What follows belongs to an exercise in optimizing a design on an open flow for small area, a short achievable clock period and few clock cycles per item; a production flow would make more cautious choices. Where RTL was checked, it was by simulation tests only, not by an equivalence proof against the original. The RTL of run 1 was laid out without a check of its function.

==> flow/design.v, too long to show whole: its modules and the start of the top module <==
// module booth_radix2_multiplier_core: 837 lines
module booth_radix2_multiplier_core #(
   parameter int MAX_WIDTH = 16
) (
   input  logic                      clock,
   input  logic                      reset,
   input  logic                          req_valid,
   output logic                          req_ready,
   input  logic [brm_pkg::IN_W-1:0]      req_multiplicand_bits,
   input  logic [brm_pkg::IN_W-1:0]      req_multiplier_bits,
   output logic                          rsp_valid,
   input  logic                          rsp_ready,
   output logic [brm_pkg::PRODUCT_W-1:0] rsp_product_bits,
   output logic                          rsp_negative,
   output logic [brm_pkg::MAG_W-1:0]     rsp_magnitude,
   input  logic                      csr_write_enable,
   input  logic [brm_pkg::CFG_W-1:0] csr_write_data
);
  // ...
==> flow/flow/run.sh <==
#!/bin/bash
# Layout flow: the standard ORFS flow (standard.sh) with two changes:
#  1. synthesis: the same script, except that Yosys's "synth -run fine:" step
#     gets -noabc, so the quick ABC pass there does not re-encode the adder
#     trees before extract_fa (it leaves fewer inverters around the fa/ha
#     cells); flops, hierarchy flattening and renaming are as in synth_recipe.tcl.
#  2. port buffers are sky130_fd_sc_hd__buf_2 instead of the delay cell that
#     buffer_ports picks by default.
# Each tool's output goes to the ORFS logs under orfs/logs; make's own output
# goes to flow_make.log here.
set -euo pipefail
here=$(pwd)
sed 's|^proc synth {args} { yosys synth -nofsm -noshare {\*}\$args }|proc synth {args} { if {[lsearch -exact $args fine:] >= 0} { lappend args -noabc }; yosys synth -nofsm -noshare {*}$args }|' synth_recipe.tcl > flow_synth.tcl
grep -q -- '-noabc' flow_synth.tcl
sed -e "s|SYNTH_SCRIPT=[^ ]*|SYNTH_SCRIPT=$here/flow_synth.tcl|" \
    -e 's|"\${@:-finish}"|BUFFER_PORTS_ARGS="-buffer_cell sky130_fd_sc_hd__buf_2" "${@:-finish}"|' standard.sh > flow_standard_mod.sh
grep -q flow_synth.tcl flow_standard_mod.sh
bash flow_standard_mod.sh > flow_make.log 2>&1
==> flow/standard.sh <==
#!/bin/bash
# synth_recipe.tcl (not shown) runs the flow's synth.tcl, then flattens the netlist and writes it again
# the make line also repeats each setting of config.mk as NAME=value (left out here)
make -C /OpenROAD-flow-scripts/flow DESIGN_CONFIG=/design/flow/config.mk WORK_HOME=/design/flow/orfs CLKGATE_MAP_FILE= SYNTH_SCRIPT=/design/flow/synth_recipe.tcl "${@:-finish}"
==> flow/config.mk <==
export PLATFORM = sky130hd
export DESIGN_NAME = booth_radix2_multiplier_core
export DESIGN_NICKNAME = booth_radix2_multiplier_core
export VERILOG_FILES = /design/flow/design.v
export SDC_FILE = /design/flow/constraint.sdc
export NUM_CORES = 4
export LEC_CHECK = 0
export ABC_CLOCK_PERIOD_IN_PS = 3300
export CAP_MARGIN = 20
export CORE_MARGIN = 2
export CORE_UTILIZATION = 40
export PLACE_DENSITY = 0.6
export SETUP_SLACK_MARGIN = 3.9
export SLEW_MARGIN = 20
==> flow/constraint.sdc <==
create_clock -name core_clock -period 7.2 [get_ports {clock}]
set_input_delay 1.4400 -clock core_clock [delete_from_list [all_inputs] [get_ports {clock}]]
set_output_delay 1.4400 -clock core_clock [all_outputs]
set_load 0.01 [all_outputs]
==> impl_metrics.py, run 1 <==
metrics = {
    "run_status": {
        "status": "timing/DRC/antenna clean",
    },
    "layout": {
        "fin_util_pct": 48.7,
        "fill_cells": 3112,
        "layout_common_cells": "xnor2_1 (168), edfxtp_1 (165), buf_4 (110)",
        "nonClockInverterCount": 99,
        "antenna_cells": 0,
        "seq_area_um2": 5100,
        "n_clock_buffer": 19,
        "dominant_cells": "multi-input gates",
    },
    "worst_setup_path": {
        "path_class": "flop to flop",
        "reg2reg_slack_ns": 3.80,
    },
    "floorplanning": {
        "die_w_um": 191,
        "rows": 68,
        "die_area_um2": 36400,
    },
    "drt": {
        "drc_errors": 0,
        "wl_met1_mm": 16.3,
        "detail-route-antenna-nets": 0,
    },
    "logic_synthesis": {
        "synth_edf_count": 165,
        "synth_common_cells": "xnor2_1 (170), edfxtp_1 (165), a22oi_1 (124)",
        "synthMuxAreaShare_pct": 2.41,
        "syn_inst": 1293,
        "synth_most_common_cell": "xnor2_1",
    },
    "sta": {
        "fin_crit_sh_pct": 47.2,
        "setup-tns-final_ns": 0,
        "worst_pin_slew_ns": 1.10,
    },
    "cts": {
        "cts_buffer_depth": 2,
    },
    "global_routing": {
        "antenna_found_initial": 0,
        "grt.overflow.total": 0,
    },
    "place": {
        "pre_cts_ws_ns": 3.20,
    },
}
==> inputs of run 2 (changes only) <==
==> flow/design.v (replaced) <==
`default_nettype none
package brm_pkg;
   localparam int IN_W      = 16;
   localparam int PRODUCT_W = 32;
   localparam int MAG_W     = 31;
   localparam int CFG_W     = 5;
   localparam logic [CFG_W-1:0] CFG_RESET = 5'd16;
   localparam logic [CFG_W-1:0] MIN_WIDTH = 5'd2;
   localparam int ROUNDS_PER_STAGE = 2;
endpackage
`default_nettype wire
`default_nettype none
module booth_radix2_multiplier_core #(
   parameter int MAX_WIDTH = 16
) (
   input  logic                      clock,
   input  logic                      reset,
   input  logic                          req_valid,
   output logic                          req_ready,
   input  logic [brm_pkg::IN_W-1:0]      req_multiplicand_bits,
   input  logic [brm_pkg::IN_W-1:0]      req_multiplier_bits,
   output logic                          rsp_valid,
   input  logic                          rsp_ready,
   output logic [brm_pkg::PRODUCT_W-1:0] rsp_product_bits,
   output logic                          rsp_negative,
   output logic [brm_pkg::MAG_W-1:0]     rsp_magnitude,
   input  logic                      csr_write_enable,
   input  logic [brm_pkg::CFG_W-1:0] csr_write_data
);
   logic [15:0] wm, wtop;
   logic [31:0] pmask;
   logic [3:0] nm1_ff;
   always_ff @(posedge clock) begin
      if (reset) begin
         nm1_ff <= 4'd15;
      end else if (csr_write_enable) begin
         nm1_ff <= (csr_write_data < 5'd2) ? 4'd1 : (csr_write_data > 5'd16) ? 4'd15 : 4'(csr_write_data - 5'd1);
      end
   end
   always_comb begin
      for (int i = 0; i < 16; i++) begin
         wm[i] = (4'(i) <= nm1_ff);
      end
   end
   assign wtop = wm & ~(wm >> 1);
   always_comb begin
      for (int i = 0; i < 16; i++) begin
         pmask[2*i]   = wm[i];
         pmask[2*i+1] = wm[i];
      end
   end
   logic        en;
   logic        req_sa, req_sb;
   logic [15:0] ax;
   logic [7:0] one;
   logic [7:0] two;
   logic [7:0] neg;
   logic ng;
   logic [15:0] ax_c;
   logic [15:0] bx_c;
   logic [7:0] one_c;
   logic [7:0] two_c;
   logic [7:0] neg_c;
   logic ng_c;
   logic sx_c;
   logic bl_c;
   assign req_sa = |(req_multiplicand_bits & wtop);
   assign req_sb = |(req_multiplier_bits & wtop);
   assign req_ready = en;
   logic        op_v;
   logic [15:0] ax_q;
   logic [7:0] one_q;
   logic [7:0] two_q;
   logic [7:0] neg_q;
   logic ng_q;
   always_ff @(posedge clock) begin
      if (reset) begin
         op_v <= 1'b0;
      end else if (en) begin
         op_v <= req_valid;
      end
   end
   always_ff @(posedge clock) begin
      if (en) begin
         ax_q <= ax_c;
         one_q <= one_c;
         two_q <= two_c;
         neg_q <= neg_c;
         ng_q <= ng_c;
      end
   end
   assign ax = ax_q;
   assign one = one_q;
   assign two = two_q;
   assign neg = neg_q;
   assign ng = ng_q;
   always_comb begin
      for (int j = 0; j < 16; j++) begin
         ax_c[j] = wm[j] ? req_multiplicand_bits[j] : req_sa;
         bx_c[j] = wm[j] ? req_multiplier_bits[j] : req_sb;
      end
      sx_c = req_sa ^ req_sb;
      ng_c = sx_c & (|(req_multiplicand_bits & wm)) & (|(req_multiplier_bits & wm));
      for (int i = 0; i < 8; i++) begin
         bl_c = (i == 0) ? 1'b0 : bx_c[2*i-1];
         one_c[i] = bx_c[2*i] ^ bl_c;
         two_c[i] = (bx_c[2*i+1] & ~bx_c[2*i] & ~bl_c) | (~bx_c[2*i+1] & bx_c[2*i] & bl_c);
         neg_c[i] = bx_c[2*i+1] ^ sx_c;
      end
   end
   wire pp1 = (one[0] & ax[0]) ^ neg[0];
   wire pp2 = ((one[0] & ax[1]) | (two[0] & ax[0])) ^ neg[0];
   wire pp3 = ((one[0] & ax[2]) | (two[0] & ax[1])) ^ neg[0];
   wire pp4 = ((one[0] & ax[3]) | (two[0] & ax[2])) ^ neg[0];
   wire pp5 = ((one[0] & ax[4]) | (two[0] & ax[3])) ^ neg[0];
   wire pp6 = ((one[0] & ax[5]) | (two[0] & ax[4])) ^ neg[0];
   wire pp7 = ((one[0] & ax[6]) | (two[0] & ax[5])) ^ neg[0];
   wire pp8 = ((one[0] & ax[7]) | (two[0] & ax[6])) ^ neg[0];
   wire pp9 = ((one[0] & ax[8]) | (two[0] & ax[7])) ^ neg[0];
   wire pp10 = ((one[0] & ax[9]) | (two[0] & ax[8])) ^ neg[0];
   wire pp11 = ((one[0] & ax[10]) | (two[0] & ax[9])) ^ neg[0];
   wire pp12 = ((one[0] & ax[11]) | (two[0] & ax[10])) ^ neg[0];
   wire pp13 = ((one[0] & ax[12]) | (two[0] & ax[11])) ^ neg[0];
   wire pp14 = ((one[0] & ax[13]) | (two[0] & ax[12])) ^ neg[0];
   wire pp15 = ((one[0] & ax[14]) | (two[0] & ax[13])) ^ neg[0];
   wire pp16 = ((one[0] & ax[15]) | (two[0] & ax[14])) ^ neg[0];
   wire pp17 = ((one[0] & ax[15]) | (two[0] & ax[15])) ^ neg[0];
   wire ns18 = ~pp17;
   wire u19 = one[0] & ax[0];
   wire un20 = u19 | neg[0];
   wire nu21 = ~u19;
   wire nun22 = ~un20;
   wire pp23 = (one[1] & ax[0]) ^ neg[1];
   wire pp24 = ((one[1] & ax[1]) | (two[1] & ax[0])) ^ neg[1];
   wire pp25 = ((one[1] & ax[2]) | (two[1] & ax[1])) ^ neg[1];
   wire pp26 = ((one[1] & ax[3]) | (two[1] & ax[2])) ^ neg[1];
   wire pp27 = ((one[1] & ax[4]) | (two[1] & ax[3])) ^ neg[1];
   wire pp28 = ((one[1] & ax[5]) | (two[1] & ax[4])) ^ neg[1];
   wire pp29 = ((one[1] & ax[6]) | (two[1] & ax[5])) ^ neg[1];
   wire pp30 = ((one[1] & ax[7]) | (two[1] & ax[6])) ^ neg[1];
   wire pp31 = ((one[1] & ax[8]) | (two[1] & ax[7])) ^ neg[1];
   wire pp32 = ((one[1] & ax[9]) | (two[1] & ax[8])) ^ neg[1];
   wire pp33 = ((one[1] & ax[10]) | (two[1] & ax[9])) ^ neg[1];
   wire pp34 = ((one[1] & ax[11]) | (two[1] & ax[10])) ^ neg[1];
   wire pp35 = ((one[1] & ax[12]) | (two[1] & ax[11])) ^ neg[1];
   wire pp36 = ((one[1] & ax[13]) | (two[1] & ax[12])) ^ neg[1];
   wire pp37 = ((one[1] & ax[14]) | (two[1] & ax[13])) ^ neg[1];
   wire pp38 = ((one[1] & ax[15]) | (two[1] & ax[14])) ^ neg[1];
   wire pp39 = ((one[1] & ax[15]) | (two[1] & ax[15])) ^ neg[1];
   wire ns40 = ~pp39;
   wire u41 = one[1] & ax[0];
   wire un42 = u41 | neg[1];
   wire nu43 = ~u41;
   wire nun44 = ~un42;
   wire pp45 = (one[2] & ax[0]) ^ neg[2];
   wire pp46 = ((one[2] & ax[1]) | (two[2] & ax[0])) ^ neg[2];
   wire pp47 = ((one[2] & ax[2]) | (two[2] & ax[1])) ^ neg[2];
   wire pp48 = ((one[2] & ax[3]) | (two[2] & ax[2])) ^ neg[2];
   wire pp49 = ((one[2] & ax[4]) | (two[2] & ax[3])) ^ neg[2];
   wire pp50 = ((one[2] & ax[5]) | (two[2] & ax[4])) ^ neg[2];
   wire pp51 = ((one[2] & ax[6]) | (two[2] & ax[5])) ^ neg[2];
   wire pp52 = ((one[2] & ax[7]) | (two[2] & ax[6])) ^ neg[2];
   wire pp53 = ((one[2] & ax[8]) | (two[2] & ax[7])) ^ neg[2];
   wire pp54 = ((one[2] & ax[9]) | (two[2] & ax[8])) ^ neg[2];
   wire pp55 = ((one[2] & ax[10]) | (two[2] & ax[9])) ^ neg[2];
   wire pp56 = ((one[2] & ax[11]) | (two[2] & ax[10])) ^ neg[2];
   wire pp57 = ((one[2] & ax[12]) | (two[2] & ax[11])) ^ neg[2];
   wire pp58 = ((one[2] & ax[13]) | (two[2] & ax[12])) ^ neg[2];
   wire pp59 = ((one[2] & ax[14]) | (two[2] & ax[13])) ^ neg[2];
   wire pp60 = ((one[2] & ax[15]) | (two[2] & ax[14])) ^ neg[2];
   wire pp61 = ((one[2] & ax[15]) | (two[2] & ax[15])) ^ neg[2];
   wire ns62 = ~pp61;
   wire u63 = one[2] & ax[0];
   wire un64 = u63 | neg[2];
   wire nu65 = ~u63;
   wire nun66 = ~un64;
   wire pp67 = (one[3] & ax[0]) ^ neg[3];
   wire pp68 = ((one[3] & ax[1]) | (two[3] & ax[0])) ^ neg[3];
   wire pp69 = ((one[3] & ax[2]) | (two[3] & ax[1])) ^ neg[3];
   wire pp70 = ((one[3] & ax[3]) | (two[3] & ax[2])) ^ neg[3];
   wire pp71 = ((one[3] & ax[4]) | (two[3] & ax[3])) ^ neg[3];
   wire pp72 = ((one[3] & ax[5]) | (two[3] & ax[4])) ^ neg[3];
   wire pp73 = ((one[3] & ax[6]) | (two[3] & ax[5])) ^ neg[3];
   wire pp74 = ((one[3] & ax[7]) | (two[3] & ax[6])) ^ neg[3];
   wire pp75 = ((one[3] & ax[8]) | (two[3] & ax[7])) ^ neg[3];
   wire pp76 = ((one[3] & ax[9]) | (two[3] & ax[8])) ^ neg[3];
   wire pp77 = ((one[3] & ax[10]) | (two[3] & ax[9])) ^ neg[3];
   wire pp78 = ((one[3] & ax[11]) | (two[3] & ax[10])) ^ neg[3];
   wire pp79 = ((one[3] & ax[12]) | (two[3] & ax[11])) ^ neg[3];
   wire pp80 = ((one[3] & ax[13]) | (two[3] & ax[12])) ^ neg[3];
   wire pp81 = ((one[3] & ax[14]) | (two[3] & ax[13])) ^ neg[3];
   wire pp82 = ((one[3] & ax[15]) | (two[3] & ax[14])) ^ neg[3];
   wire pp83 = ((one[3] & ax[15]) | (two[3] & ax[15])) ^ neg[3];
   wire ns84 = ~pp83;
   wire u85 = one[3] & ax[0];
   wire un86 = u85 | neg[3];
   wire nu87 = ~u85;
   wire nun88 = ~un86;
   wire pp89 = (one[4] & ax[0]) ^ neg[4];
   wire pp90 = ((one[4] & ax[1]) | (two[4] & ax[0])) ^ neg[4];
   wire pp91 = ((one[4] & ax[2]) | (two[4] & ax[1])) ^ neg[4];
   wire pp92 = ((one[4] & ax[3]) | (two[4] & ax[2])) ^ neg[4];
   wire pp93 = ((one[4] & ax[4]) | (two[4] & ax[3])) ^ neg[4];
   wire pp94 = ((one[4] & ax[5]) | (two[4] & ax[4])) ^ neg[4];
   wire pp95 = ((one[4] & ax[6]) | (two[4] & ax[5])) ^ neg[4];
   wire pp96 = ((one[4] & ax[7]) | (two[4] & ax[6])) ^ neg[4];
   wire pp97 = ((one[4] & ax[8]) | (two[4] & ax[7])) ^ neg[4];
   wire pp98 = ((one[4] & ax[9]) | (two[4] & ax[8])) ^ neg[4];
   wire pp99 = ((one[4] & ax[10]) | (two[4] & ax[9])) ^ neg[4];
   wire pp100 = ((one[4] & ax[11]) | (two[4] & ax[10])) ^ neg[4];
   wire pp101 = ((one[4] & ax[12]) | (two[4] & ax[11])) ^ neg[4];
   wire pp102 = ((one[4] & ax[13]) | (two[4] & ax[12])) ^ neg[4];
   wire pp103 = ((one[4] & ax[14]) | (two[4] & ax[13])) ^ neg[4];
   wire pp104 = ((one[4] & ax[15]) | (two[4] & ax[14])) ^ neg[4];
   wire pp105 = ((one[4] & ax[15]) | (two[4] & ax[15])) ^ neg[4];
   wire ns106 = ~pp105;
   wire u107 = one[4] & ax[0];
   wire un108 = u107 | neg[4];
   wire nu109 = ~u107;
   wire nun110 = ~un108;
   wire pp111 = (one[5] & ax[0]) ^ neg[5];
   wire pp112 = ((one[5] & ax[1]) | (two[5] & ax[0])) ^ neg[5];
   wire pp113 = ((one[5] & ax[2]) | (two[5] & ax[1])) ^ neg[5];
   wire pp114 = ((one[5] & ax[3]) | (two[5] & ax[2])) ^ neg[5];
   wire pp115 = ((one[5] & ax[4]) | (two[5] & ax[3])) ^ neg[5];
   wire pp116 = ((one[5] & ax[5]) | (two[5] & ax[4])) ^ neg[5];
   wire pp117 = ((one[5] & ax[6]) | (two[5] & ax[5])) ^ neg[5];
   wire pp118 = ((one[5] & ax[7]) | (two[5] & ax[6])) ^ neg[5];
   wire pp119 = ((one[5] & ax[8]) | (two[5] & ax[7])) ^ neg[5];
   wire pp120 = ((one[5] & ax[9]) | (two[5] & ax[8])) ^ neg[5];
   wire pp121 = ((one[5] & ax[10]) | (two[5] & ax[9])) ^ neg[5];
   wire pp122 = ((one[5] & ax[11]) | (two[5] & ax[10])) ^ neg[5];
   wire pp123 = ((one[5] & ax[12]) | (two[5] & ax[11])) ^ neg[5];
   wire pp124 = ((one[5] & ax[13]) | (two[5] & ax[12])) ^ neg[5];
   wire pp125 = ((one[5] & ax[14]) | (two[5] & ax[13])) ^ neg[5];
   wire pp126 = ((one[5] & ax[15]) | (two[5] & ax[14])) ^ neg[5];
   wire pp127 = ((one[5] & ax[15]) | (two[5] & ax[15])) ^ neg[5];
   wire ns128 = ~pp127;
   wire u129 = one[5] & ax[0];
   wire un130 = u129 | neg[5];
   wire nu131 = ~u129;
   wire nun132 = ~un130;
   wire pp133 = (one[6] & ax[0]) ^ neg[6];
   wire pp134 = ((one[6] & ax[1]) | (two[6] & ax[0])) ^ neg[6];
   wire pp135 = ((one[6] & ax[2]) | (two[6] & ax[1])) ^ neg[6];
   wire pp136 = ((one[6] & ax[3]) | (two[6] & ax[2])) ^ neg[6];
   wire pp137 = ((one[6] & ax[4]) | (two[6] & ax[3])) ^ neg[6];
   wire pp138 = ((one[6] & ax[5]) | (two[6] & ax[4])) ^ neg[6];
   wire pp139 = ((one[6] & ax[6]) | (two[6] & ax[5])) ^ neg[6];
   wire pp140 = ((one[6] & ax[7]) | (two[6] & ax[6])) ^ neg[6];
   wire pp141 = ((one[6] & ax[8]) | (two[6] & ax[7])) ^ neg[6];
   wire pp142 = ((one[6] & ax[9]) | (two[6] & ax[8])) ^ neg[6];
   wire pp143 = ((one[6] & ax[10]) | (two[6] & ax[9])) ^ neg[6];
   wire pp144 = ((one[6] & ax[11]) | (two[6] & ax[10])) ^ neg[6];
   wire pp145 = ((one[6] & ax[12]) | (two[6] & ax[11])) ^ neg[6];
   wire pp146 = ((one[6] & ax[13]) | (two[6] & ax[12])) ^ neg[6];
   wire pp147 = ((one[6] & ax[14]) | (two[6] & ax[13])) ^ neg[6];
   wire pp148 = ((one[6] & ax[15]) | (two[6] & ax[14])) ^ neg[6];
   wire pp149 = ((one[6] & ax[15]) | (two[6] & ax[15])) ^ neg[6];
   wire ns150 = ~pp149;
   wire u151 = one[6] & ax[0];
   wire un152 = u151 | neg[6];
   wire nu153 = ~u151;
   wire nun154 = ~un152;
   wire pp155 = (one[7] & ax[0]) ^ neg[7];
   wire pp156 = ((one[7] & ax[1]) | (two[7] & ax[0])) ^ neg[7];
   wire pp157 = ((one[7] & ax[2]) | (two[7] & ax[1])) ^ neg[7];
   wire pp158 = ((one[7] & ax[3]) | (two[7] & ax[2])) ^ neg[7];
   wire pp159 = ((one[7] & ax[4]) | (two[7] & ax[3])) ^ neg[7];
   wire pp160 = ((one[7] & ax[5]) | (two[7] & ax[4])) ^ neg[7];
   wire pp161 = ((one[7] & ax[6]) | (two[7] & ax[5])) ^ neg[7];
   wire pp162 = ((one[7] & ax[7]) | (two[7] & ax[6])) ^ neg[7];
   wire pp163 = ((one[7] & ax[8]) | (two[7] & ax[7])) ^ neg[7];
   wire pp164 = ((one[7] & ax[9]) | (two[7] & ax[8])) ^ neg[7];
   wire pp165 = ((one[7] & ax[10]) | (two[7] & ax[9])) ^ neg[7];
   wire pp166 = ((one[7] & ax[11]) | (two[7] & ax[10])) ^ neg[7];
   wire pp167 = ((one[7] & ax[12]) | (two[7] & ax[11])) ^ neg[7];
   wire pp168 = ((one[7] & ax[13]) | (two[7] & ax[12])) ^ neg[7];
   wire pp169 = ((one[7] & ax[14]) | (two[7] & ax[13])) ^ neg[7];
   wire pp170 = ((one[7] & ax[15]) | (two[7] & ax[14])) ^ neg[7];
   wire pp171 = ((one[7] & ax[15]) | (two[7] & ax[15])) ^ neg[7];
   wire ns172 = ~pp171;
   wire u173 = one[7] & ax[0];
   wire un174 = u173 | neg[7];
   wire nu175 = ~u173;
   wire nun176 = ~un174;
   wire s177 = pp11 ^ pp31;
   wire c178 = pp11 & pp31;
   wire s179 = pp12 ^ pp32 ^ pp52;
   wire c180 = (pp12 & pp32) | (pp52 & (pp12 ^ pp32));
   wire s181 = pp13 ^ pp33 ^ pp53;
   wire c182 = (pp13 & pp33) | (pp53 & (pp13 ^ pp33));
   wire s183 = pp73 ^ pp93;
   wire c184 = pp73 & pp93;
   wire s185 = pp14 ^ pp34 ^ pp54;
   wire c186 = (pp14 & pp34) | (pp54 & (pp14 ^ pp34));
   wire s187 = pp74 ^ pp94 ^ pp114;
   wire c188 = (pp74 & pp94) | (pp114 & (pp74 ^ pp94));
   wire s189 = pp15 ^ pp35 ^ pp55;
   wire c190 = (pp15 & pp35) | (pp55 & (pp15 ^ pp35));
   wire s191 = pp75 ^ pp95 ^ pp115;
   wire c192 = (pp75 & pp95) | (pp115 & (pp75 ^ pp95));
   wire s193 = pp135 ^ un152;
   wire c194 = pp135 & un152;
   wire s195 = pp16 ^ pp36 ^ pp56;
   wire c196 = (pp16 & pp36) | (pp56 & (pp16 ^ pp36));
   wire s197 = pp76 ^ pp96 ^ pp116;
   wire c198 = (pp76 & pp96) | (pp116 & (pp76 ^ pp96));
   wire s199 = pp136 ^ pp156 ^ nun176;
   wire c200 = (pp136 & pp156) | (nun176 & (pp136 ^ pp156));
   wire s201 = ns18 ^ pp37 ^ pp57;
   wire c202 = (ns18 & pp37) | (pp57 & (ns18 ^ pp37));
   wire s203 = pp77 ^ pp97 ^ pp117;
   wire c204 = (pp77 & pp97) | (pp117 & (pp77 ^ pp97));
   wire s205 = pp137 ^ pp157 ^ un174;
   wire c206 = (pp137 & pp157) | (un174 & (pp137 ^ pp157));
   wire s207 = pp38 ^ pp58 ^ pp78;
   wire c208 = (pp38 & pp58) | (pp78 & (pp38 ^ pp58));
   wire s209 = pp98 ^ pp118 ^ pp138;
   wire c210 = (pp98 & pp118) | (pp138 & (pp98 ^ pp118));
   wire s211 = pp158 ^ 1'b1;
   wire c212 = pp158 & 1'b1;
   wire s213 = ns40 ^ pp59 ^ pp79;
   wire c214 = (ns40 & pp59) | (pp79 & (ns40 ^ pp59));
   wire s215 = pp99 ^ pp119 ^ pp139;
   wire c216 = (pp99 & pp119) | (pp139 & (pp99 ^ pp119));
   wire s217 = pp60 ^ pp80 ^ pp100;
   wire c218 = (pp60 & pp80) | (pp100 & (pp60 ^ pp80));
   wire s219 = pp120 ^ pp140;
   wire c220 = pp120 & pp140;
   wire s221 = ns62 ^ pp81 ^ pp101;
   wire c222 = (ns62 & pp81) | (pp101 & (ns62 ^ pp81));
   wire s223 = pp82 ^ pp102;
   wire c224 = pp82 & pp102;
   wire s225 = pp7 ^ pp27;
   wire c226 = pp7 & pp27;
   wire s227 = pp8 ^ pp28 ^ pp48;
   wire c228 = (pp8 & pp28) | (pp48 & (pp8 ^ pp28));
   wire s229 = pp9 ^ pp29 ^ pp49;
   wire c230 = (pp9 & pp29) | (pp49 & (pp9 ^ pp29));
   wire s231 = pp69 ^ un86;
   wire c232 = pp69 & un86;
   wire s233 = pp10 ^ pp30 ^ pp50;
   wire c234 = (pp10 & pp30) | (pp50 & (pp10 ^ pp30));
   wire s235 = pp70 ^ pp90 ^ nun110;
   wire c236 = (pp70 & pp90) | (nun110 & (pp70 ^ pp90));
   wire s237 = s177 ^ pp51 ^ pp71;
   wire c238 = (s177 & pp51) | (pp71 & (s177 ^ pp51));
   wire s239 = pp91 ^ un108 ^ nu131;
   wire c240 = (pp91 & un108) | (nu131 & (pp91 ^ un108));
   wire s241 = s179 ^ pp72 ^ pp92;
   wire c242 = (s179 & pp72) | (pp92 & (s179 ^ pp72));
   wire s243 = pp112 ^ nun132 ^ c178;
   wire c244 = (pp112 & nun132) | (c178 & (pp112 ^ nun132));
   wire s245 = s181 ^ s183 ^ pp113;
   wire c246 = (s181 & s183) | (pp113 & (s181 ^ s183));
   wire s247 = un130 ^ nu153 ^ c180;
   wire c248 = (un130 & nu153) | (c180 & (un130 ^ nu153));
   wire s249 = s185 ^ s187 ^ pp134;
   wire c250 = (s185 & s187) | (pp134 & (s185 ^ s187));
   wire s251 = nun154 ^ c182 ^ c184;
   wire c252 = (nun154 & c182) | (c184 & (nun154 ^ c182));
   wire s253 = s189 ^ s191 ^ s193;
   wire c254 = (s189 & s191) | (s193 & (s189 ^ s191));
   wire s255 = nu175 ^ c186 ^ c188;
   wire c256 = (nu175 & c186) | (c188 & (nu175 ^ c186));
   wire s257 = s195 ^ s197 ^ s199;
   wire c258 = (s195 & s197) | (s199 & (s195 ^ s197));
   wire s259 = c190 ^ c192 ^ c194;
   wire c260 = (c190 & c192) | (c194 & (c190 ^ c192));
   wire s261 = s201 ^ s203 ^ s205;
   wire c262 = (s201 & s203) | (s205 & (s201 ^ s203));
   wire s263 = c196 ^ c198 ^ c200;
   wire c264 = (c196 & c198) | (c200 & (c196 ^ c198));
   wire s265 = s207 ^ s209 ^ s211;
   wire c266 = (s207 & s209) | (s211 & (s207 ^ s209));
   wire s267 = c202 ^ c204 ^ c206;
   wire c268 = (c202 & c204) | (c206 & (c202 ^ c204));
   wire s269 = s213 ^ s215 ^ pp159;
   wire c270 = (s213 & s215) | (pp159 & (s213 ^ s215));
   wire s271 = c208 ^ c210 ^ c212;
   wire c272 = (c208 & c210) | (c212 & (c208 ^ c210));
   wire s273 = s217 ^ s219 ^ pp160;
   wire c274 = (s217 & s219) | (pp160 & (s217 ^ s219));
   wire s275 = 1'b1 ^ c214 ^ c216;
   wire c276 = (1'b1 & c214) | (c216 & (1'b1 ^ c214));
   wire s277 = s221 ^ pp121 ^ pp141;
   wire c278 = (s221 & pp121) | (pp141 & (s221 ^ pp121));
   wire s279 = pp161 ^ c218 ^ c220;
   wire c280 = (pp161 & c218) | (c220 & (pp161 ^ c218));
   wire s281 = s223 ^ pp122 ^ pp142;
   wire c282 = (s223 & pp122) | (pp142 & (s223 ^ pp122));
   wire s283 = pp162 ^ 1'b1 ^ c222;
   wire c284 = (pp162 & 1'b1) | (c222 & (pp162 ^ 1'b1));
   wire s285 = ns84 ^ pp103 ^ pp123;
   wire c286 = (ns84 & pp103) | (pp123 & (ns84 ^ pp103));
   wire s287 = pp143 ^ pp163 ^ c224;
   wire c288 = (pp143 & pp163) | (c224 & (pp143 ^ pp163));
   wire s289 = pp104 ^ pp124 ^ pp144;
   wire c290 = (pp104 & pp124) | (pp144 & (pp104 ^ pp124));
   wire s291 = pp164 ^ 1'b1;
   wire c292 = pp164 & 1'b1;
   wire s293 = ns106 ^ pp125 ^ pp145;
   wire c294 = (ns106 & pp125) | (pp145 & (ns106 ^ pp125));
   wire s295 = pp126 ^ pp146;
   wire c296 = pp126 & pp146;
   wire s297 = pp5 ^ pp25;
   wire c298 = pp5 & pp25;
   wire s299 = pp6 ^ pp26 ^ pp46;
   wire c300 = (pp6 & pp26) | (pp46 & (pp6 ^ pp26));
   wire s301 = s225 ^ pp47 ^ un64;
   wire c302 = (s225 & pp47) | (un64 & (s225 ^ pp47));
   wire s303 = s227 ^ pp68 ^ nun88;
   wire c304 = (s227 & pp68) | (nun88 & (s227 ^ pp68));
   wire s305 = s229 ^ s231 ^ nu109;
   wire c306 = (s229 & s231) | (nu109 & (s229 ^ s231));
   wire s307 = s233 ^ s235 ^ c230;
   wire c308 = (s233 & s235) | (c230 & (s233 ^ s235));
   wire s309 = s237 ^ s239 ^ c234;
   wire c310 = (s237 & s239) | (c234 & (s237 ^ s239));
   wire s311 = s241 ^ s243 ^ c238;
   wire c312 = (s241 & s243) | (c238 & (s241 ^ s243));
   wire s313 = s245 ^ s247 ^ c242;
   wire c314 = (s245 & s247) | (c242 & (s245 ^ s247));
   wire s315 = s249 ^ s251 ^ c246;
   wire c316 = (s249 & s251) | (c246 & (s249 ^ s251));
   wire s317 = s253 ^ s255 ^ c250;
   wire c318 = (s253 & s255) | (c250 & (s253 ^ s255));
   wire s319 = s257 ^ s259 ^ c254;
   wire c320 = (s257 & s259) | (c254 & (s257 ^ s259));
   wire s321 = s261 ^ s263 ^ c258;
   wire c322 = (s261 & s263) | (c258 & (s261 ^ s263));
   wire s323 = s265 ^ s267 ^ c262;
   wire c324 = (s265 & s267) | (c262 & (s265 ^ s267));
   wire s325 = s269 ^ s271 ^ c266;
   wire c326 = (s269 & s271) | (c266 & (s269 ^ s271));
   wire s327 = s273 ^ s275 ^ c270;
   wire c328 = (s273 & s275) | (c270 & (s273 ^ s275));
   wire s329 = s277 ^ s279 ^ c274;
   wire c330 = (s277 & s279) | (c274 & (s277 ^ s279));
   wire s331 = s281 ^ s283 ^ c278;
   wire c332 = (s281 & s283) | (c278 & (s281 ^ s283));
   wire s333 = s285 ^ s287 ^ c282;
   wire c334 = (s285 & s287) | (c282 & (s285 ^ s287));
   wire s335 = s289 ^ s291 ^ c286;
   wire c336 = (s289 & s291) | (c286 & (s289 ^ s291));
   wire s337 = s293 ^ pp165 ^ c290;
   wire c338 = (s293 & pp165) | (c290 & (s293 ^ pp165));
   wire s339 = s295 ^ pp166 ^ 1'b1;
   wire c340 = (s295 & pp166) | (1'b1 & (s295 ^ pp166));
   wire s341 = ns128 ^ pp147 ^ pp167;
   wire c342 = (ns128 & pp147) | (pp167 & (ns128 ^ pp147));
   wire s343 = pp148 ^ pp168;
   wire c344 = pp148 & pp168;
   wire s345 = pp3 ^ un20;
   wire c346 = pp3 & un20;
   wire s347 = pp4 ^ pp24 ^ nun44;
   wire c348 = (pp4 & pp24) | (nun44 & (pp4 ^ pp24));
   wire s349 = s297 ^ un42 ^ nu65;
   wire c350 = (s297 & un42) | (nu65 & (s297 ^ un42));
   wire s351 = s299 ^ nun66 ^ c298;
   wire c352 = (s299 & nun66) | (c298 & (s299 ^ nun66));
   wire s353 = s301 ^ nu87 ^ c300;
   wire c354 = (s301 & nu87) | (c300 & (s301 ^ nu87));
   wire s355 = s303 ^ c226 ^ c302;
   wire c356 = (s303 & c226) | (c302 & (s303 ^ c226));
   wire s357 = s305 ^ c228 ^ c304;
   wire c358 = (s305 & c228) | (c304 & (s305 ^ c228));
   wire s359 = s307 ^ c232 ^ c306;
   wire c360 = (s307 & c232) | (c306 & (s307 ^ c232));
   wire s361 = s309 ^ c236 ^ c308;
   wire c362 = (s309 & c236) | (c308 & (s309 ^ c236));
   wire s363 = s311 ^ c240 ^ c310;
   wire c364 = (s311 & c240) | (c310 & (s311 ^ c240));
   wire s365 = s313 ^ c244 ^ c312;
   wire c366 = (s313 & c244) | (c312 & (s313 ^ c244));
   wire s367 = s315 ^ c248 ^ c314;
   wire c368 = (s315 & c248) | (c314 & (s315 ^ c248));
   wire s369 = s317 ^ c252 ^ c316;
   wire c370 = (s317 & c252) | (c316 & (s317 ^ c252));
   wire s371 = s319 ^ c256 ^ c318;
   wire c372 = (s319 & c256) | (c318 & (s319 ^ c256));
   wire s373 = s321 ^ c260 ^ c320;
   wire c374 = (s321 & c260) | (c320 & (s321 ^ c260));
   wire s375 = s323 ^ c264 ^ c322;
   wire c376 = (s323 & c264) | (c322 & (s323 ^ c264));
   wire s377 = s325 ^ c268 ^ c324;
   wire c378 = (s325 & c268) | (c324 & (s325 ^ c268));
   wire s379 = s327 ^ c272 ^ c326;
   wire c380 = (s327 & c272) | (c326 & (s327 ^ c272));
   wire s381 = s329 ^ c276 ^ c328;
   wire c382 = (s329 & c276) | (c328 & (s329 ^ c276));
   wire s383 = s331 ^ c280 ^ c330;
   wire c384 = (s331 & c280) | (c330 & (s331 ^ c280));
   wire s385 = s333 ^ c284 ^ c332;
   wire c386 = (s333 & c284) | (c332 & (s333 ^ c284));
   wire s387 = s335 ^ c288 ^ c334;
   wire c388 = (s335 & c288) | (c334 & (s335 ^ c288));
   wire s389 = s337 ^ c292 ^ c336;
   wire c390 = (s337 & c292) | (c336 & (s337 ^ c292));
   wire s391 = s339 ^ c294 ^ c338;
   wire c392 = (s339 & c294) | (c338 & (s339 ^ c294));
   wire s393 = s341 ^ c296 ^ c340;
   wire c394 = (s341 & c296) | (c340 & (s341 ^ c296));
   wire s395 = s343 ^ 1'b1 ^ c342;
   wire c396 = (s343 & 1'b1) | (c342 & (s343 ^ 1'b1));
   wire s397 = ns150 ^ pp169 ^ c344;
   wire c398 = (ns150 & pp169) | (c344 & (ns150 ^ pp169));
   wire s399 = pp170 ^ 1'b1;
   wire c400 = pp170 & 1'b1;
   wire p401 = mid_1 ^ mid_2;
   wire g402 = mid_1 & mid_2;
   wire p403 = mid_3 ^ mid_4;
   wire g404 = mid_3 & mid_4;
   wire p405 = mid_5 ^ mid_6;
   wire g406 = mid_5 & mid_6;
   wire p407 = mid_7 ^ mid_8;
   wire g408 = mid_7 & mid_8;
   wire p409 = mid_9 ^ mid_10;
   wire g410 = mid_9 & mid_10;
   wire p411 = mid_11 ^ mid_12;
   wire g412 = mid_11 & mid_12;
   wire p413 = mid_13 ^ mid_14;
   wire g414 = mid_13 & mid_14;
   wire p415 = mid_15 ^ mid_16;
   wire g416 = mid_15 & mid_16;
   wire p417 = mid_17 ^ mid_18;
   wire g418 = mid_17 & mid_18;
   wire p419 = mid_19 ^ mid_20;
   wire g420 = mid_19 & mid_20;
   wire p421 = mid_21 ^ mid_22;
   wire g422 = mid_21 & mid_22;
   wire p423 = mid_23 ^ mid_24;
   wire g424 = mid_23 & mid_24;
   wire p425 = mid_25 ^ mid_26;
   wire g426 = mid_25 & mid_26;
   wire p427 = mid_27 ^ mid_28;
   wire g428 = mid_27 & mid_28;
   wire p429 = mid_29 ^ mid_30;
   wire g430 = mid_29 & mid_30;
   wire p431 = mid_31 ^ mid_32;
   wire g432 = mid_31 & mid_32;
   wire p433 = mid_33 ^ mid_34;
   wire g434 = mid_33 & mid_34;
   wire p435 = mid_35 ^ mid_36;
   wire g436 = mid_35 & mid_36;
   wire p437 = mid_37 ^ mid_38;
   wire g438 = mid_37 & mid_38;
   wire p439 = mid_39 ^ mid_40;
   wire g440 = mid_39 & mid_40;
   wire p441 = mid_41 ^ mid_42;
   wire g442 = mid_41 & mid_42;
   wire p443 = mid_43 ^ mid_44;
   wire g444 = mid_43 & mid_44;
   wire p445 = mid_45 ^ mid_46;
   wire g446 = mid_45 & mid_46;
   wire p447 = mid_47 ^ mid_48;
   wire g448 = mid_47 & mid_48;
   wire p449 = mid_49 ^ mid_50;
   wire g450 = mid_49 & mid_50;
   wire p451 = mid_51 ^ mid_52;
   wire g452 = mid_51 & mid_52;
   wire p453 = mid_53 ^ mid_54;
   wire g454 = mid_53 & mid_54;
   wire p455 = mid_55 ^ mid_56;
   wire g456 = mid_55 & mid_56;
   wire p457 = mid_57 ^ mid_58;
   wire g458 = mid_57 & mid_58;
   wire p459 = mid_59 ^ mid_60;
   wire g460 = mid_59 & mid_60;
   wire T461 = p401 & mid_0;
   wire G462 = g406 | (p405 & g404);
   wire T463 = p405 & p403;
   wire G464 = g410 | (p409 & g408);
   wire T465 = p409 & p407;
   wire G466 = g414 | (p413 & g412);
   wire T467 = p413 & p411;
   wire G468 = g418 | (p417 & g416);
   wire T469 = p417 & p415;
   wire G470 = g422 | (p421 & g420);
   wire T471 = p421 & p419;
   wire G472 = g426 | (p425 & g424);
   wire T473 = p425 & p423;
   wire G474 = g430 | (p429 & g428);
   wire T475 = p429 & p427;
   wire G476 = g434 | (p433 & g432);
   wire T477 = p433 & p431;
   wire G478 = g438 | (p437 & g436);
   wire T479 = p437 & p435;
   wire G480 = g442 | (p441 & g440);
   wire T481 = p441 & p439;
   wire G482 = g446 | (p445 & g444);
   wire T483 = p445 & p443;
   wire G484 = g450 | (p449 & g448);
   wire T485 = p449 & p447;
   wire G486 = g454 | (p453 & g452);
   wire T487 = p453 & p451;
   wire G488 = g458 | (p457 & g456);
   wire T489 = p457 & p455;
   wire G490 = 1'b1 & g460;
   wire T491 = 1'b1 & p459;
   wire G492 = g404 | (p403 & g402);
   wire T493 = p403 & T461;
   wire G494 = G462 | (T463 & g402);
   wire T495 = T463 & T461;
   wire G496 = g412 | (p411 & G464);
   wire T497 = p411 & T465;
   wire G498 = G466 | (T467 & G464);
   wire T499 = T467 & T465;
   wire G500 = g420 | (p419 & G468);
   wire T501 = p419 & T469;
   wire G502 = G470 | (T471 & G468);
   wire T503 = T471 & T469;
   wire G504 = g428 | (p427 & G472);
   wire T505 = p427 & T473;
   wire G506 = G474 | (T475 & G472);
   wire T507 = T475 & T473;
   wire G508 = g436 | (p435 & G476);
   wire T509 = p435 & T477;
   wire G510 = G478 | (T479 & G476);
   wire T511 = T479 & T477;
   wire G512 = g444 | (p443 & G480);
   wire T513 = p443 & T481;
   wire G514 = G482 | (T483 & G480);
   wire T515 = T483 & T481;
   wire G516 = g452 | (p451 & G484);
   wire T517 = p451 & T485;
   wire G518 = G486 | (T487 & G484);
   wire T519 = T487 & T485;
   wire G520 = g460 | (p459 & G488);
   wire T521 = p459 & T489;
   wire G522 = G490 | (T491 & G488);
   wire T523 = T491 & T489;
   wire G524 = g408 | (p407 & G494);
   wire T525 = p407 & T495;
   wire G526 = G464 | (T465 & G494);
   wire T527 = T465 & T495;
   wire G528 = G496 | (T497 & G494);
   wire T529 = T497 & T495;
   wire G530 = G498 | (T499 & G494);
   wire T531 = T499 & T495;
   wire G532 = g424 | (p423 & G502);
   wire T533 = p423 & T503;
   wire G534 = G472 | (T473 & G502);
   wire T535 = T473 & T503;
   wire G536 = G504 | (T505 & G502);
   wire T537 = T505 & T503;
   wire G538 = G506 | (T507 & G502);
   wire T539 = T507 & T503;
   wire G540 = g440 | (p439 & G510);
   wire T541 = p439 & T511;
   wire G542 = G480 | (T481 & G510);
   wire T543 = T481 & T511;
   wire G544 = G512 | (T513 & G510);
   wire T545 = T513 & T511;
   wire G546 = G514 | (T515 & G510);
   wire T547 = T515 & T511;
   wire G548 = g456 | (p455 & G518);
   wire T549 = p455 & T519;
   wire G550 = G488 | (T489 & G518);
   wire T551 = T489 & T519;
   wire G552 = G520 | (T521 & G518);
   wire T553 = T521 & T519;
   wire G554 = G522 | (T523 & G518);
   wire T555 = T523 & T519;
   wire G556 = g416 | (p415 & G530);
   wire T557 = p415 & T531;
   wire G558 = G468 | (T469 & G530);
   wire T559 = T469 & T531;
   wire G560 = G500 | (T501 & G530);
   wire T561 = T501 & T531;
   wire G562 = G502 | (T503 & G530);
   wire T563 = T503 & T531;
   wire G564 = G532 | (T533 & G530);
   wire T565 = T533 & T531;
   wire G566 = G534 | (T535 & G530);
   wire T567 = T535 & T531;
   wire G568 = G536 | (T537 & G530);
   wire T569 = T537 & T531;
   wire G570 = G538 | (T539 & G530);
   wire T571 = T539 & T531;
   wire G572 = g448 | (p447 & G546);
   wire T573 = p447 & T547;
   wire G574 = G484 | (T485 & G546);
   wire T575 = T485 & T547;
   wire G576 = G516 | (T517 & G546);
   wire T577 = T517 & T547;
   wire G578 = G518 | (T519 & G546);
   wire T579 = T519 & T547;
   wire G580 = G548 | (T549 & G546);
   wire T581 = T549 & T547;
   wire G582 = G550 | (T551 & G546);
   wire T583 = T551 & T547;
   wire G584 = G552 | (T553 & G546);
   wire T585 = T553 & T547;
   wire G586 = G554 | (T555 & G546);
   wire T587 = T555 & T547;
   wire G588 = g432 | (p431 & G570);
   wire T589 = p431 & T571;
   wire G590 = G476 | (T477 & G570);
   wire T591 = T477 & T571;
   wire G592 = G508 | (T509 & G570);
   wire T593 = T509 & T571;
   wire G594 = G510 | (T511 & G570);
   wire T595 = T511 & T571;
   wire G596 = G540 | (T541 & G570);
   wire T597 = T541 & T571;
   wire G598 = G542 | (T543 & G570);
   wire T599 = T543 & T571;
   wire G600 = G544 | (T545 & G570);
   wire T601 = T545 & T571;
   wire G602 = G546 | (T547 & G570);
   wire T603 = T547 & T571;
   wire G604 = G572 | (T573 & G570);
   wire T605 = T573 & T571;
   wire G606 = G574 | (T575 & G570);
   wire T607 = T575 & T571;
   wire G608 = G576 | (T577 & G570);
   wire T609 = T577 & T571;
   wire G610 = G578 | (T579 & G570);
   wire T611 = T579 & T571;
   wire G612 = G580 | (T581 & G570);
   wire T613 = T581 & T571;
   wire G614 = G582 | (T583 & G570);
   wire T615 = T583 & T571;
   wire G616 = G584 | (T585 & G570);
   wire T617 = T585 & T571;
   wire G618 = G586 | (T587 & G570);
   wire T619 = T587 & T571;
   logic mid_v;
   logic mid_0;
   logic mid_1;
   logic mid_2;
   logic mid_3;
   logic mid_4;
   logic mid_5;
   logic mid_6;
   logic mid_7;
   logic mid_8;
   logic mid_9;
   logic mid_10;
   logic mid_11;
   logic mid_12;
   logic mid_13;
   logic mid_14;
   logic mid_15;
   logic mid_16;
   logic mid_17;
   logic mid_18;
   logic mid_19;
   logic mid_20;
   logic mid_21;
   logic mid_22;
   logic mid_23;
   logic mid_24;
   logic mid_25;
   logic mid_26;
   logic mid_27;
   logic mid_28;
   logic mid_29;
   logic mid_30;
   logic mid_31;
   logic mid_32;
   logic mid_33;
   logic mid_34;
   logic mid_35;
   logic mid_36;
   logic mid_37;
   logic mid_38;
   logic mid_39;
   logic mid_40;
   logic mid_41;
   logic mid_42;
   logic mid_43;
   logic mid_44;
   logic mid_45;
   logic mid_46;
   logic mid_47;
   logic mid_48;
   logic mid_49;
   logic mid_50;
   logic mid_51;
   logic mid_52;
   logic mid_53;
   logic mid_54;
   logic mid_55;
   logic mid_56;
   logic mid_57;
   logic mid_58;
   logic mid_59;
   logic mid_60;
   logic mid_61;
   always_ff @(posedge clock) begin
      if (reset) begin
         mid_v <= 1'b0;
      end else if (en) begin
         mid_v <= op_v;
      end
   end
   always_ff @(posedge clock) begin
      if (en) begin
         mid_0 <= nu21;
         mid_1 <= pp2;
         mid_2 <= nun22;
         mid_3 <= s345;
         mid_4 <= nu43;
         mid_5 <= s347;
         mid_6 <= c346;
         mid_7 <= s349;
         mid_8 <= c348;
         mid_9 <= s351;
         mid_10 <= c350;
         mid_11 <= s353;
         mid_12 <= c352;
         mid_13 <= s355;
         mid_14 <= c354;
         mid_15 <= s357;
         mid_16 <= c356;
         mid_17 <= s359;
         mid_18 <= c358;
         mid_19 <= s361;
         mid_20 <= c360;
         mid_21 <= s363;
         mid_22 <= c362;
         mid_23 <= s365;
         mid_24 <= c364;
         mid_25 <= s367;
         mid_26 <= c366;
         mid_27 <= s369;
         mid_28 <= c368;
         mid_29 <= s371;
         mid_30 <= c370;
         mid_31 <= s373;
         mid_32 <= c372;
         mid_33 <= s375;
         mid_34 <= c374;
         mid_35 <= s377;
         mid_36 <= c376;
         mid_37 <= s379;
         mid_38 <= c378;
         mid_39 <= s381;
         mid_40 <= c380;
         mid_41 <= s383;
         mid_42 <= c382;
         mid_43 <= s385;
         mid_44 <= c384;
         mid_45 <= s387;
         mid_46 <= c386;
         mid_47 <= s389;
         mid_48 <= c388;
         mid_49 <= s391;
         mid_50 <= c390;
         mid_51 <= s393;
         mid_52 <= c392;
         mid_53 <= s395;
         mid_54 <= c394;
         mid_55 <= s397;
         mid_56 <= c396;
         mid_57 <= s399;
         mid_58 <= c398;
         mid_59 <= ns172;
         mid_60 <= c400;
         mid_61 <= ng;
      end
   end
   logic [31:0] prod_w;
   logic [30:0] mag_w;
   assign prod_w = {(mid_61 ? ~(1'b1 ^ G616) : (1'b1 ^ (G616 | T617))), (mid_61 ? ~(p459 ^ G614) : (p459 ^ (G614 | T615))), (mid_61 ? ~(p457 ^ G612) : (p457 ^ (G612 | T613))), (mid_61 ? ~(p455 ^ G610) : (p455 ^ (G610 | T611))), (mid_61 ? ~(p453 ^ G608) : (p453 ^ (G608 | T609))), (mid_61 ? ~(p451 ^ G606) : (p451 ^ (G606 | T607))), (mid_61 ? ~(p449 ^ G604) : (p449 ^ (G604 | T605))), (mid_61 ? ~(p447 ^ G602) : (p447 ^ (G602 | T603))), (mid_61 ? ~(p445 ^ G600) : (p445 ^ (G600 | T601))), (mid_61 ? ~(p443 ^ G598) : (p443 ^ (G598 | T599))), (mid_61 ? ~(p441 ^ G596) : (p441 ^ (G596 | T597))), (mid_61 ? ~(p439 ^ G594) : (p439 ^ (G594 | T595))), (mid_61 ? ~(p437 ^ G592) : (p437 ^ (G592 | T593))), (mid_61 ? ~(p435 ^ G590) : (p435 ^ (G590 | T591))), (mid_61 ? ~(p433 ^ G588) : (p433 ^ (G588 | T589))), (mid_61 ? ~(p431 ^ G570) : (p431 ^ (G570 | T571))), (mid_61 ? ~(p429 ^ G568) : (p429 ^ (G568 | T569))), (mid_61 ? ~(p427 ^ G566) : (p427 ^ (G566 | T567))), (mid_61 ? ~(p425 ^ G564) : (p425 ^ (G564 | T565))), (mid_61 ? ~(p423 ^ G562) : (p423 ^ (G562 | T563))), (mid_61 ? ~(p421 ^ G560) : (p421 ^ (G560 | T561))), (mid_61 ? ~(p419 ^ G558) : (p419 ^ (G558 | T559))), (mid_61 ? ~(p417 ^ G556) : (p417 ^ (G556 | T557))), (mid_61 ? ~(p415 ^ G530) : (p415 ^ (G530 | T531))), (mid_61 ? ~(p413 ^ G528) : (p413 ^ (G528 | T529))), (mid_61 ? ~(p411 ^ G526) : (p411 ^ (G526 | T527))), (mid_61 ? ~(p409 ^ G524) : (p409 ^ (G524 | T525))), (mid_61 ? ~(p407 ^ G494) : (p407 ^ (G494 | T495))), (mid_61 ? ~(p405 ^ G492) : (p405 ^ (G492 | T493))), (mid_61 ? ~(p403 ^ g402) : (p403 ^ (g402 | T461))), (mid_61 ? ~(p401 ^ 1'b0) : (p401 ^ (1'b0 | mid_0))), (mid_61 ? ~mid_0 : ~mid_0)} & pmask;
   assign mag_w  = {(p459 ^ (G614 | T615)), (p457 ^ (G612 | T613)), (p455 ^ (G610 | T611)), (p453 ^ (G608 | T609)), (p451 ^ (G606 | T607)), (p449 ^ (G604 | T605)), (p447 ^ (G602 | T603)), (p445 ^ (G600 | T601)), (p443 ^ (G598 | T599)), (p441 ^ (G596 | T597)), (p439 ^ (G594 | T595)), (p437 ^ (G592 | T593)), (p435 ^ (G590 | T591)), (p433 ^ (G588 | T589)), (p431 ^ (G570 | T571)), (p429 ^ (G568 | T569)), (p427 ^ (G566 | T567)), (p425 ^ (G564 | T565)), (p423 ^ (G562 | T563)), (p421 ^ (G560 | T561)), (p419 ^ (G558 | T559)), (p417 ^ (G556 | T557)), (p415 ^ (G530 | T531)), (p413 ^ (G528 | T529)), (p411 ^ (G526 | T527)), (p409 ^ (G524 | T525)), (p407 ^ (G494 | T495)), (p405 ^ (G492 | T493)), (p403 ^ (g402 | T461)), (p401 ^ (1'b0 | mid_0)), ~mid_0};
   logic        out_v;
   logic [31:0] prod_ff;
   logic [29:1] mag_ff;
   logic        neg_ff;
   assign en = !out_v || rsp_ready;
   always_ff @(posedge clock) begin
      if (reset) begin
         out_v <= 1'b0;
      end else if (en) begin
         out_v <= mid_v;
      end
   end
   always_ff @(posedge clock) begin
      if (en) begin
         prod_ff <= prod_w;
         mag_ff  <= mag_w[29:1];
         neg_ff  <= mid_61;
      end
   end
   assign rsp_valid        = out_v;
   assign rsp_product_bits = prod_ff;
   assign rsp_magnitude    = {prod_ff[30] & ~neg_ff, mag_ff, prod_ff[0]};
   assign rsp_negative     = neg_ff;
endmodule
`default_nettype wire
==> flow/flow/run.sh (replaced) <==
#!/bin/bash
# Layout flow: the standard ORFS flow (standard.sh) with three changes:
#  1. synthesis: the same script, except that Yosys's "synth -run fine:" step
#     gets -noabc, so the quick ABC pass there does not re-encode the adder
#     trees before extract_fa (it leaves fewer inverters around the fa/ha
#     cells); flops, hierarchy flattening and renaming are as in synth_recipe.tcl.
#  2. after synthesis, flow/fixinv.py moves inverters across the fa cells
#     (a full adder is self-dual) and drops the ones that cancel; it touches
#     no flip-flop and no port, and the netlist's function is unchanged.
#  3. port buffers are sky130_fd_sc_hd__buf_2 instead of the delay cell that
#     buffer_ports picks by default.
# Each tool's output goes to the ORFS logs under orfs/logs; make's own output
# goes to flow_make_*.log here and fixinv's report to flow_fixinv.log.
set -euo pipefail
here=$(pwd)
sed 's|^proc synth {args} { yosys synth -nofsm -noshare {\*}\$args }|proc synth {args} { if {[lsearch -exact $args fine:] >= 0} { lappend args -noabc }; yosys synth -nofsm -noshare {*}$args }|' synth_recipe.tcl > flow_synth.tcl
grep -q -- '-noabc' flow_synth.tcl
sed -e "s|SYNTH_SCRIPT=[^ ]*|SYNTH_SCRIPT=$here/flow_synth.tcl|" \
    -e 's|"\${@:-finish}"|BUFFER_PORTS_ARGS="-buffer_cell sky130_fd_sc_hd__buf_2" "${@:-finish}"|' standard.sh > flow_standard_mod.sh
grep -q flow_synth.tcl flow_standard_mod.sh
bash flow_standard_mod.sh synth > flow_make_synth.log 2>&1
res=$(ls -d orfs/results/*/*/base)
cp $res/1_2_yosys.v flow_yosys_before_fixinv.v
python3 flow/fixinv.py flow_yosys_before_fixinv.v $res/1_2_yosys.v > flow_fixinv.log 2>&1
rm -f $res/1_synth.odb $res/1_synth.sdc
bash flow_standard_mod.sh > flow_make_finish.log 2>&1
==> flow/flow/fixinv.py (new file) <==
#!/usr/bin/env python3
"""Move inverters across full-adder cells in a mapped sky130 netlist.

A full adder is self-dual: FA(~a, ~b, ~c) = (~cout, ~sum).  Yosys's
extract_fa often picks the inverted form, which leaves inverter cells on
both sides of the adder cells.  This pass chooses, for every fa cell,
whether it computes its signals in true or complemented form so that as few
inverters as possible are needed, then rewrites the netlist: all inverters
that only fix polarity are removed and one inverter is added per signal whose
complement is still needed.  Flip-flops, ports and every other cell keep the
exact polarity they had, so the netlist's function is unchanged.

usage: fixinv.py IN.v OUT.v
"""
import re
import sys

src = open(sys.argv[1]).read()

inst_re = re.compile(r'^  (sky130_fd_sc_hd__\w+) (\S+) +\((.*?)\n  \);\n', re.S | re.M)
pin_re = re.compile(r'\.(\w+)\(([^()]*(?:\([^()]*\))?[^()]*)\)')

insts = []
for m in inst_re.finditer(src):
    typ, name, body = m.group(1), m.group(2), m.group(3)
    pins = [(p, n.strip()) for p, n in pin_re.findall(body)]
    insts.append({'typ': typ, 'name': name, 'pins': pins, 'span': m.span()})

n_all = len(re.findall(r'^  sky130_fd_sc_hd__', src, re.M))
assert n_all == len(insts), (n_all, len(insts))

OUTPINS = {'X', 'Y', 'Q', 'Q_N', 'SUM', 'COUT', 'HI', 'LO'}


def is_inv(t):
    return re.fullmatch(r'sky130_fd_sc_hd__(inv|clkinv)_\d+', t) is not None


def is_fa(t):
    return re.fullmatch(r'sky130_fd_sc_hd__fa_\d+', t) is not None


hdr = src[:src.index(');') + 2]
outputs = set()
for m in re.finditer(r'^\s*output\s+(\[[^\]]*\]\s*)?(\w+)\s*;', src, re.M):
    rng, nm = m.group(1), m.group(2)
    if rng:
        hi, lo = map(int, rng.strip()[1:-1].split(':'))
        for i in range(min(hi, lo), max(hi, lo) + 1):
            outputs.add(f'{nm}[{i}]')
    outputs.add(nm)

driver = {}
for k, it in enumerate(insts):
    for p, n in it['pins']:
        if p in OUTPINS:
            driver[n] = (k, p)

# resolve each net to (root, polarity) through inverter chains
memo = {}


def resolve(n):
    if n in memo:
        return memo[n]
    d = driver.get(n)
    if d is not None and is_inv(insts[d[0]]['typ']):
        a = dict(insts[d[0]]['pins'])['A']
        r, pol = resolve(a)
        res = (r, pol ^ 1)
    else:
        res = (n, 0)
    memo[n] = res
    return res


# consumers: (inst index, pin, root, pol) for every non-inverter input pin
cons = []
for k, it in enumerate(insts):
    if is_inv(it['typ']):
        continue
    for p, n in it['pins']:
        if p in OUTPINS:
            continue
        r, pol = resolve(n)
        cons.append((k, p, r, pol))
# output ports fed by an inverter chain are consumers too
port_cons = []
for o in outputs:
    if o in driver and is_inv(insts[driver[o][0]]['typ']):
        r, pol = resolve(o)
        port_cons.append((o, r, pol))

fa_ids = [k for k, it in enumerate(insts) if is_fa(it['typ'])]
flip = {k: 0 for k in fa_ids}
root_fa = {}
for k in fa_ids:
    for p, n in insts[k]['pins']:
        if p in ('SUM', 'COUT'):
            root_fa[n] = k

by_root = {}
for idx, (k, p, r, pol) in enumerate(cons):
    by_root.setdefault(r, []).append(idx)
for idx, (o, r, pol) in enumerate(port_cons):
    by_root.setdefault(r, []).append(('port', idx))


def need_inv(r):
    """1 if signal r is needed in the polarity its driver does not give."""
    phys = flip.get(root_fa.get(r), 0) if r in root_fa else 0
    for c in by_root.get(r, []):
        if isinstance(c, tuple):
            want = port_cons[c[1]][2]
        else:
            k, p, rr, pol = cons[c]
            want = pol ^ flip.get(k, 0) if k in flip else pol
        if want != phys:
            return 1
    return 0


def roots_of(k):
    rs = set()
    for p, n in insts[k]['pins']:
        if p in ('SUM', 'COUT'):
            rs.add(n)
        else:
            rs.add(resolve(n)[0])
    return rs


total = sum(need_inv(r) for r in by_root)
before = total
improved = True
passes = 0
while improved and passes < 50:
    improved = False
    passes += 1
    for k in fa_ids:
        rs = roots_of(k)
        old = sum(need_inv(r) for r in rs)
        flip[k] ^= 1
        new = sum(need_inv(r) for r in rs)
        if new < old:
            total += new - old
            improved = True
        else:
            flip[k] ^= 1

# rewrite: drop all inverters whose outputs are not ports; add one inverter
# per root that needs its complement
newnet = {}


def phys_of(r):
    return flip.get(root_fa.get(r), 0) if r in root_fa else 0


def em(n):
    return n + ' ' if n.startswith('\\') else n


def net_for(r, want):
    """net carrying signal r in polarity want (0 = true)."""
    ph = phys_of(r)
    if want == ph:
        return r
    if r not in newnet:
        newnet[r] = f'_fixinv_{len(newnet)}_'
    return newnet[r]


out = []
pos = 0
kept_inv = 0
for k, it in enumerate(insts):
    s, e = it['span']
    out.append(src[pos:s])
    pos = e
    if is_inv(it['typ']):
        y = dict(it['pins'])['Y']
        if y in outputs:
            r, pol = resolve(y)
            a = net_for(r, pol ^ 1)
            out.append(f'  {it["typ"]} {em(it["name"])} (\n    .A({em(a)}),\n    .Y({em(y)})\n  );\n')
            kept_inv += 1
        continue
    pins = []
    for p, n in it['pins']:
        if p in OUTPINS:
            pins.append((p, n))
        else:
            r, pol = resolve(n)
            want = pol ^ flip[k] if k in flip else pol
            pins.append((p, net_for(r, want)))
    body = ',\n'.join(f'    .{p}({em(n)})' for p, n in pins)
    out.append(f'  {it["typ"]} {em(it["name"])} (\n{body}\n  );\n')
out.append(src[pos:])
text = ''.join(out)
# declarations and inverters for the complemented signals
decl = ''.join(f'  wire {n};\n' for n in newnet.values())
cells = ''.join(f'  sky130_fd_sc_hd__inv_1 _fixinv_cell_{i}_ (\n    .A({em(r)}),\n    .Y({n})\n  );\n'
                for i, (r, n) in enumerate(newnet.items()))
text = text.replace(hdr, hdr + '\n' + decl, 1)
text = text[:text.rindex('endmodule')] + cells + 'endmodule\n'
open(sys.argv[2], 'w').write(text)
n_inv_before = sum(1 for it in insts if is_inv(it['typ']))
print(f'fa cells {len(fa_ids)}, flipped {sum(flip.values())}, passes {passes}; '
      f'inverters {n_inv_before} -> {len(newnet) + kept_inv}')
==> impl_metrics.py, run 2 <==
metrics = {
    "logic_synthesis": {
        "ys_warn_count": 1,
        "syn-cell-area_um2": 13800,
        "synth_nets": 1457,
        "syn_inst": 1269,
        "synth.avg_cell_area_um2": 10.9,
    },
    "sta": {
        "slew_viol_final": 0,
        "setup_viol": 0,
        "fin_crit_sh_pct": 46.2,
        "skew_ns": 0.0120,
        "fmax_mhz": 300,
        "fin_crit_ns": 3.33,
        "worst_pin_slew_ns": 1.04,
        "setup-tns-final_ns": 0,
        "slew_headroom_pct": 30.7,
        "finalHoldViolations": 0,
        "grt_setup_unrepaired": "yes",
    },
    "run_status": {
        "status": "timing/DRC/antenna clean",
    },
    "place": {
        "port-buffer-count": 107,
        "hpwlAfterDp_mm": 26.2,
        "gp_congestion": 0.901,
        "dpl_cell_area_um2": 14600,
    },
    "layout": {
        "top_register": "prod_ff",
        "finalInstanceArea_um2": 16400,
        "antenna_cells": 0,
        "final_common_cell": "edfxtp_1",
        "nNetsFinal": 1596,
        "drive_gt1_share_pct": 22.9,
        "largest_registers": "prod_ff: 32 flops, mag_ff: 29 flops, ax_q: 16 flops",
        "layout_common_cells": "edfxtp_1 (165), xnor2_1 (139), a22oi_1 (108)",
        "largest_reg_flops": 32,
        "syn_to_final_growth_pct": 18.5,
    },
    "drt": {
        "detail-route-antenna-nets": 0,
        "num_vias": 10486,
        "vias_per_cell": 5.59,
        "avgRoutedWirePerCell_um": 20.1,
        "drtIter0Drc": 994,
        "drt_pass1_iterations": 6,
        "drc_errors": 0,
        "wl_mm": 37.8,
    },
    "cts": {
        "cts.clk_slew.worst_paths_ns": 0.07,
        "numCtsBuffers": 17,
        "cts_hold_buf": 0,
        "clock_sinks": 172,
        "root_buffer": "clkbuf_16",
        "cts_buffer_depth": 2,
        "h-tree-depth": 4,
        "clkLatencyLatePin_ns": 0.44,
        "cts_tree": "yes",
    },
    "worst_setup_path": {
        "reg2reg_slack_ns": 3.89,
        "path_buf_inv": 2,
        "worst-path-max-fanout": 2,
        "end_kind": "primary output",
        "worstRegToRegCells": 7,
        "path_cells": "buf_6, nand2b_4, buf_6",
        "r2r_start": "two_q[1]",
        "cp_common_cell": "buf_6",
        "crit_arrival_ns": 1.89,
        "critPathTopFamily": "buffers and inverters",
        "r2r_end": "mid_21",
        "path_depth": 3,
        "path_class": "input port to primary output",
        "setup.worst_path.start_class": "input port",
        "cp_slowest_cell": "nand2b_4",
        "slowest_delay_ns": 0.20,
        "cp.required_ns": 5.76,
    },
    "worst_hold_path": {
        "hold_depth": 0,
        "hp-start": "ng_q",
        "hold_end": "mid_61",
        "min_path_type": "flop to flop",
    },
    "global_routing": {
        "grt_pass1_wl_mm": 58.6,
        "antenna_found_initial": 0,
        "grt.overflow.total": 0,
        "grt_pass1_vias": 10202,
        "grt_start_max_net_pins": 154,
        "grt_usage_pct": 21.1,
    },
    "floorplanning": {
        "die_w_um": 190,
        "coreArea_um2": 34300,
        "pin_count": 108,
        "fp.dieH_um": 190,
        "initial_utilization_pct": 40.4,
        "die_area_um2": 36100,
        "rows": 68,
    },
    "run": {
        "max_cap_viol_count": 0,
    },
}
run 2: repair_timing:
action / CTS / global route
endpoints found under the hold margin: 0 / 0
resized for setup: 8 / 25
endpoints found under the setup margin: 27 / 27
cloned: 0 / 1
pin swaps: 2 / 32
buffers inserted: 100 / 10
run 2: cell type report:
cell class	count	area, µm²
clock buffers	18	429
clock inverters	13	141
fillers	3072	17900
inverters	52	195
multi-input cells	932	8200
flip-flops and latches	172	5100
well taps	455	569
repair buffers	233	1760
run 2: per-layer routing:
layer	share of wire, %	global-route usage (%)
met1	44	29.2
met2	47	33.5
met3	6.2	2.95
met4	3.1	8.17
met5	0	0
run 2: worst max path at each step:
stage,endpoint,startpoint,slack [ns]
2_1_floorplan,req_ready,rsp_ready,3.09
3_3_place_gp,two_q[2],req_multiplier_bits[4],3.51
3_5_place_dp,two_q[2],req_multiplier_bits[4],3.44
4_1_cts,req_ready,rsp_ready,3.85
5_1_grt,mid_33,one_q[3],3.80
6_report,req_ready,rsp_ready,3.87
run 2: metrics by stage:
| stage | std cells | hold WS (ns) | utilization (%) | worst slack, ns |
|---|---|---|---|---|
| 5_1_grt | 1875 | 0.448 | 47.8 | 3.80 |
| 6_report | 1875 | 0.433 | 47.8 | 3.87 |
| 2_1_floorplan | 1269 | 0.400 | - | 3.09 |
| 3_3_place_gp | 1732 | 0.407 | 42.5 | 3.51 |
| 3_5_place_dp | 1732 | 0.411 | 42.5 | 3.44 |
| 4_1_cts | 1863 | 0.428 | 47.1 | 3.85 |
Testbench counts of run 2, summed over its fixed seeds: cycles 8,024, items 8,000.

==> static timing again, ports no longer ideal <==
No port has a modelled driver above. Below, the same layouts with a new extraction and two added sets of constraints.
Step 1 (the two cells are an assumption about what drives the block):
set clk [get_ports {clock}]
set_driving_cell -lib_cell sky130_fd_sc_hd__clkbuf_16 $clk
set_driving_cell -lib_cell sky130_fd_sc_hd__buf_2 [delete_from_list [all_inputs] $clk]
Step 2, shift: input delay + t, output delay - t, t = (earliest + latest rising clock arrival at the registers) / 2. This alone moves slack from input paths to output paths.
Slacks: ideal ports / drivers / drivers and shift; pairs: ideal ports / drivers.
| run | t (ns) | slack for setup (ns) | clock arrival spread, ns | worst data-port slew with drivers (ns) | pins driven straight from the clock port |
|---|---|---|---|---|---|
| run 1 | 0.494 | 3.799 / 3.799 / 3.585 | 0.016 / 0.017 | 0.04 | 1 |
| run 2 | 0.484 | 3.872 / 3.842 / 3.635 | 0.013 / 0.013 | 0.05 | 1 |
After both steps every run listed still meets setup and hold. For run 2, which loses most, drivers alone change the setup slack by -0.030 ns; drivers and shift together by -0.237 ns.
